Background: an optimization exercise with open tools, aiming at small area, a short achievable clock period and few clock cycles per item. Do not read the settings as production practice. Only simulation tests tie the RTL to the original design; equivalence was not proved. Power and IR drop assume default switching activity.

## indent_style_detector_core
module indent_style_detector_core (
	input  logic        clk,
	input  logic        arst_n,
	input  logic        in_valid,
	output logic        in_ready,
	input  logic [7:0]  text_byte,
	input  logic        has_byte,
	input  logic        end_of_line,
	output logic        out_valid,
	input  logic        out_ready,
	output logic        keep_going,
	output logic [1:0]  tab_style,
	output logic [7:0]  indent_size,
	output logic [31:0] lines_seen,
	input  logic        cfg_we,
	input  logic [1:0]  cfg_index,
	input  logic [15:0] cfg_data
);
For scale: ~330 flip-flops, ~78 I/O pins, roughly 23000 µm² of cells after synthesis.
==> flow/config.mk <==
export PLATFORM = sky130hd
export DESIGN_NAME = indent_style_detector_core
export DESIGN_NICKNAME = indent_style_detector_core
export VERILOG_FILES = /design/flow/design.v
export SDC_FILE = /design/flow/constraint.sdc
export NUM_CORES = 4
export LEC_CHECK = 0
export CAP_MARGIN = 20
export CORE_MARGIN = 2
export CORE_UTILIZATION = 40
export PLACE_DENSITY = 0.6
export SLEW_MARGIN = 20
==> flow/constraint.sdc <==
create_clock -name core_clock -period 8.0 [get_ports {clk}]
set_input_delay 1.6000 -clock core_clock [delete_from_list [all_inputs] [get_ports {clk}]]
set_output_delay 1.6000 -clock core_clock [all_outputs]
set_load 0.01 [all_outputs]
run.sh (not shown) runs the stock make flow with config.mk's settings and CLKGATE_MAP_FILE= SYNTH_SCRIPT=/design/flow/synth_recipe.tcl, a recipe that flattens the netlist after the stock synthesis.
The baseline went through all stages and came out clean.
Testbench counts at the start, summed over its fixed seeds: cycles 171,833, lines 9,600.
Next try:
ABC_CLOCK_PERIOD_IN_PS = 3000   (was default)
SETUP_SLACK_MARGIN = 4.5   (was default)
After rerunning: Worst hold slack improved by 0.0098 ns; power rose by 4.8%; final area rose by 11%; sequential share of layout area fell by 3.4 points; core utilization rose by 4.9 points; setup slack improved by 1.5 ns; global-route usage rose by 2.2 points; non-clock buffer count rose by 165; synthesized cell count is unchanged.

========
Another version of the RTL of indent_style_detector_core (not shown whole).
Size in the first run: about 370 flip-flops.
## indent_style_detector_core
module indent_style_detector_core (
	input  logic        clk,
	input  logic        arst_n,
	input  logic        in_valid,
	output logic        in_ready,
	input  logic [7:0]  text_byte,
	input  logic        has_byte,
	input  logic        end_of_line,
	output logic        out_valid,
	input  logic        out_ready,
	output logic        keep_going,
	output logic [1:0]  tab_style,
	output logic [7:0]  indent_size,
	output logic [31:0] lines_seen,
	input  logic        cfg_we,
	input  logic [1:0]  cfg_index,
	input  logic [15:0] cfg_data
);
clock: 8.0 ns
lec_check: 0
abc_area: 1
cap_margin: 20
core_margin: 2
core_utilization: 55
place_density: 0.7
setup_slack_margin: 5.0
slew_margin: 20
standard.sh (not shown) runs the stock make flow with config.mk's settings and CLKGATE_MAP_FILE= SYNTH_SCRIPT=/design/flow/synth_recipe.tcl, a recipe that flattens the netlist after the stock synthesis.
==> flow/flow/run.sh <==
#!/bin/bash
set -euo pipefail
sed 's/SETUP_SLACK_MARGIN=[0-9.]*/SETUP_SLACK_MARGIN=5.4/' standard.sh > standard_margin.sh
bash standard_margin.sh > standard.log 2>&1
The starting point went through all stages and came out clean.
Testbench counts at the start, summed over its fixed seeds: cycles 171,851, lines 9,600.
Then changed:
==> flow/flow/run.sh (replaced) <==
#!/bin/bash
# The standard layout (standard.sh, unchanged synthesis and steps) with three
# tool settings changed: port buffers use the plain buf cell family, CTS uses clkbuf_8 and adds no
# dummy loads, and the setup margin is 4.8.
# The clock period and I/O constraints are untouched.
set -euo pipefail
sed -e 's/SETUP_SLACK_MARGIN=[0-9.]*/SETUP_SLACK_MARGIN=4.8 "BUFFER_PORTS_ARGS=-buffer_cell sky130_fd_sc_hd__buf_2" "CTS_ARGS=-sink_clustering_enable -repair_clock_nets -dont_use_dummy_load -buf_list sky130_fd_sc_hd__clkbuf_8"/' standard.sh > standard_tuned.sh
bash standard_tuned.sh > standard.log 2>&1
Effect: The new run completed without violations; cell area shrinks by 13%; clock power shrinks by 31%; total power shrinks by 14%; register-to-register slack degrades by 0.19 ns; cell count shrinks by 5.1%; setup slack degrades by 0.24 ns; die area is unchanged; routed wire length shrinks by 10%.
Then changed:
==> flow/flow/run.sh (replaced) <==
#!/bin/bash
# The standard layout (standard.sh, unchanged synthesis and steps) with three
# tool settings changed: port buffers use the plain buf cell family, CTS uses clkbuf_8 and adds no
# dummy loads, and the setup margin is 5.2.
# The clock period and I/O constraints are untouched.
set -euo pipefail
sed -e 's/SETUP_SLACK_MARGIN=[0-9.]*/SETUP_SLACK_MARGIN=5.2 "BUFFER_PORTS_ARGS=-buffer_cell sky130_fd_sc_hd__buf_2" "CTS_ARGS=-sink_clustering_enable -repair_clock_nets -dont_use_dummy_load -buf_list sky130_fd_sc_hd__clkbuf_8"/' standard.sh > standard_tuned.sh
bash standard_tuned.sh > standard.log 2>&1
Effect: Via count is higher by 3.2%. Routed wire length grows by 4.0%. Non-clock buffer count rises by 66. Cell count rises by about 2.3%. Combinational power increases by about 10%. Synthesized cell count does not change. Maximum frequency grows by 7.8%.
Then changed:
==> flow/flow/run.sh (replaced) <==
#!/bin/bash
# The standard layout (standard.sh, unchanged synthesis and steps) with three
# tool settings changed: port buffers use the plain buf cell family, CTS adds no
# dummy loads, and the setup repair aims further below the period.
# The clock period and I/O constraints are untouched.
set -euo pipefail
sed -e 's/SETUP_SLACK_MARGIN=[0-9.]*/SETUP_SLACK_MARGIN=5.4 "BUFFER_PORTS_ARGS=-buffer_cell sky130_fd_sc_hd__buf_2" "CTS_ARGS=-sink_clustering_enable -repair_clock_nets -dont_use_dummy_load"/' standard.sh > standard_tuned.sh
bash standard_tuned.sh > standard.log 2>&1
Count of clock-buffer cells in the layout is lower by 27.
Cell area is higher by 5.3%.
Clock skew is lower by 0.027 ns.
Die area stays the same.
Wire length is higher by 3.1%.
First-iteration DRC count is lower by 14%.
Synthesized cell count stays the same.
Total power is higher by 5.1%.
Then changed:
==> flow/flow/run.sh (replaced) <==
#!/bin/bash
# The standard layout (standard.sh, unchanged synthesis and steps) with three
# tool settings changed: port buffers use the plain buf cell family, CTS uses clkbuf_8 and adds no
# dummy loads, and the setup margin stays at 5.0.
# The clock period and I/O constraints are untouched.
set -euo pipefail
sed -e 's/SETUP_SLACK_MARGIN=[0-9.]*/SETUP_SLACK_MARGIN=5.0 "BUFFER_PORTS_ARGS=-buffer_cell sky130_fd_sc_hd__buf_2" "CTS_ARGS=-sink_clustering_enable -repair_clock_nets -dont_use_dummy_load -buf_list sky130_fd_sc_hd__clkbuf_8"/' standard.sh > standard_tuned.sh
bash standard_tuned.sh > standard.log 2>&1
- CORE_UTILIZATION: 55 -> 65
- PLACE_DENSITY: 0.7 -> 0.8
The changed run ran to the end with no violations. Routed wire length came out lower by 7.1%. Utilization went up by 4.5 points. Total power came out lower by 9.7%. Cell area is lower by 9.8%. Global-route usage increases by 3.8 points. Synthesized cell count does not change. Hold slack loses 0.022 ns. Combinational power drops by 14%. Die area is lower by 15%.
Then changed:
==> flow/flow/run.sh (replaced) <==
#!/bin/bash
# The standard layout (standard.sh, unchanged synthesis and steps) with three
# tool settings changed: port buffers use the plain buf cell family, CTS adds no
# dummy loads, and the setup margin stays at 5.0.
# The clock period and I/O constraints are untouched.
set -euo pipefail
sed -e 's/SETUP_SLACK_MARGIN=[0-9.]*/SETUP_SLACK_MARGIN=5.0 "BUFFER_PORTS_ARGS=-buffer_cell sky130_fd_sc_hd__buf_2" "CTS_ARGS=-sink_clustering_enable -repair_clock_nets -dont_use_dummy_load"/' standard.sh > standard_tuned.sh
bash standard_tuned.sh > standard.log 2>&1
- CORE_UTILIZATION: 65 -> 55
- PLACE_DENSITY: 0.8 -> 0.7
Result:
- synthesized area stays the same
- via count decreases by a few percent
- sequential power hardly moves
- routed wire length drops slightly
- clock-buffer cell count falls by 16
- fmax increases by a few percent
- total power went up by a few percent
- critical path depth is higher by 9
- non-clock buffer count decreases by 3
- cell area increases slightly
- global-route usage shrinks by 4.6 points

-- what the ideal ports hide --
The flow's constraints put no driver on any port. The routed layouts listed below were extracted and timed again, unchanged, in two steps. Step 1, drivers: a clkbuf_16 drives clk and a buf_2 each remaining input, both assumed. Step 2 times the ports against the registers' clock, not the clock port: input delays grow and output delays shrink by t, the midpoint of the rising clock arrivals with the driver on. Three values: no drivers, after step 1, after step 2; two values: the first two.
run	t, ns	slack for setup (ns)	clock arrival spread, ns
the first run of note 1	0.622	0.872 / 0.872 / 0.872	0.026 / 0.026
the second run of note 1	0.630	2.341 / 2.341 / 2.341	0.026 / 0.026
the first run of note 2	0.636	5.179 / 5.121 / 4.743	0.028 / 0.028
the second run of note 2	0.697	4.935 / 4.964 / 4.267	0.072 / 0.072
the third run of note 2	0.651	5.156 / 5.103 / 4.651	0.057 / 0.057
the fourth run of note 2	0.611	5.201 / 5.141 / 4.865	0.029 / 0.030
the fifth run of note 2	0.683	5.055 / 5.002 / 4.472	0.051 / 0.051
the sixth run of note 2	0.611	5.112 / 5.072 / 4.539	0.047 / 0.047
After both steps every run listed still meets setup and hold. The setup slack of the second run of note 2, which loses most, moves by +0.029 ns with the drivers and by -0.668 ns with both steps.
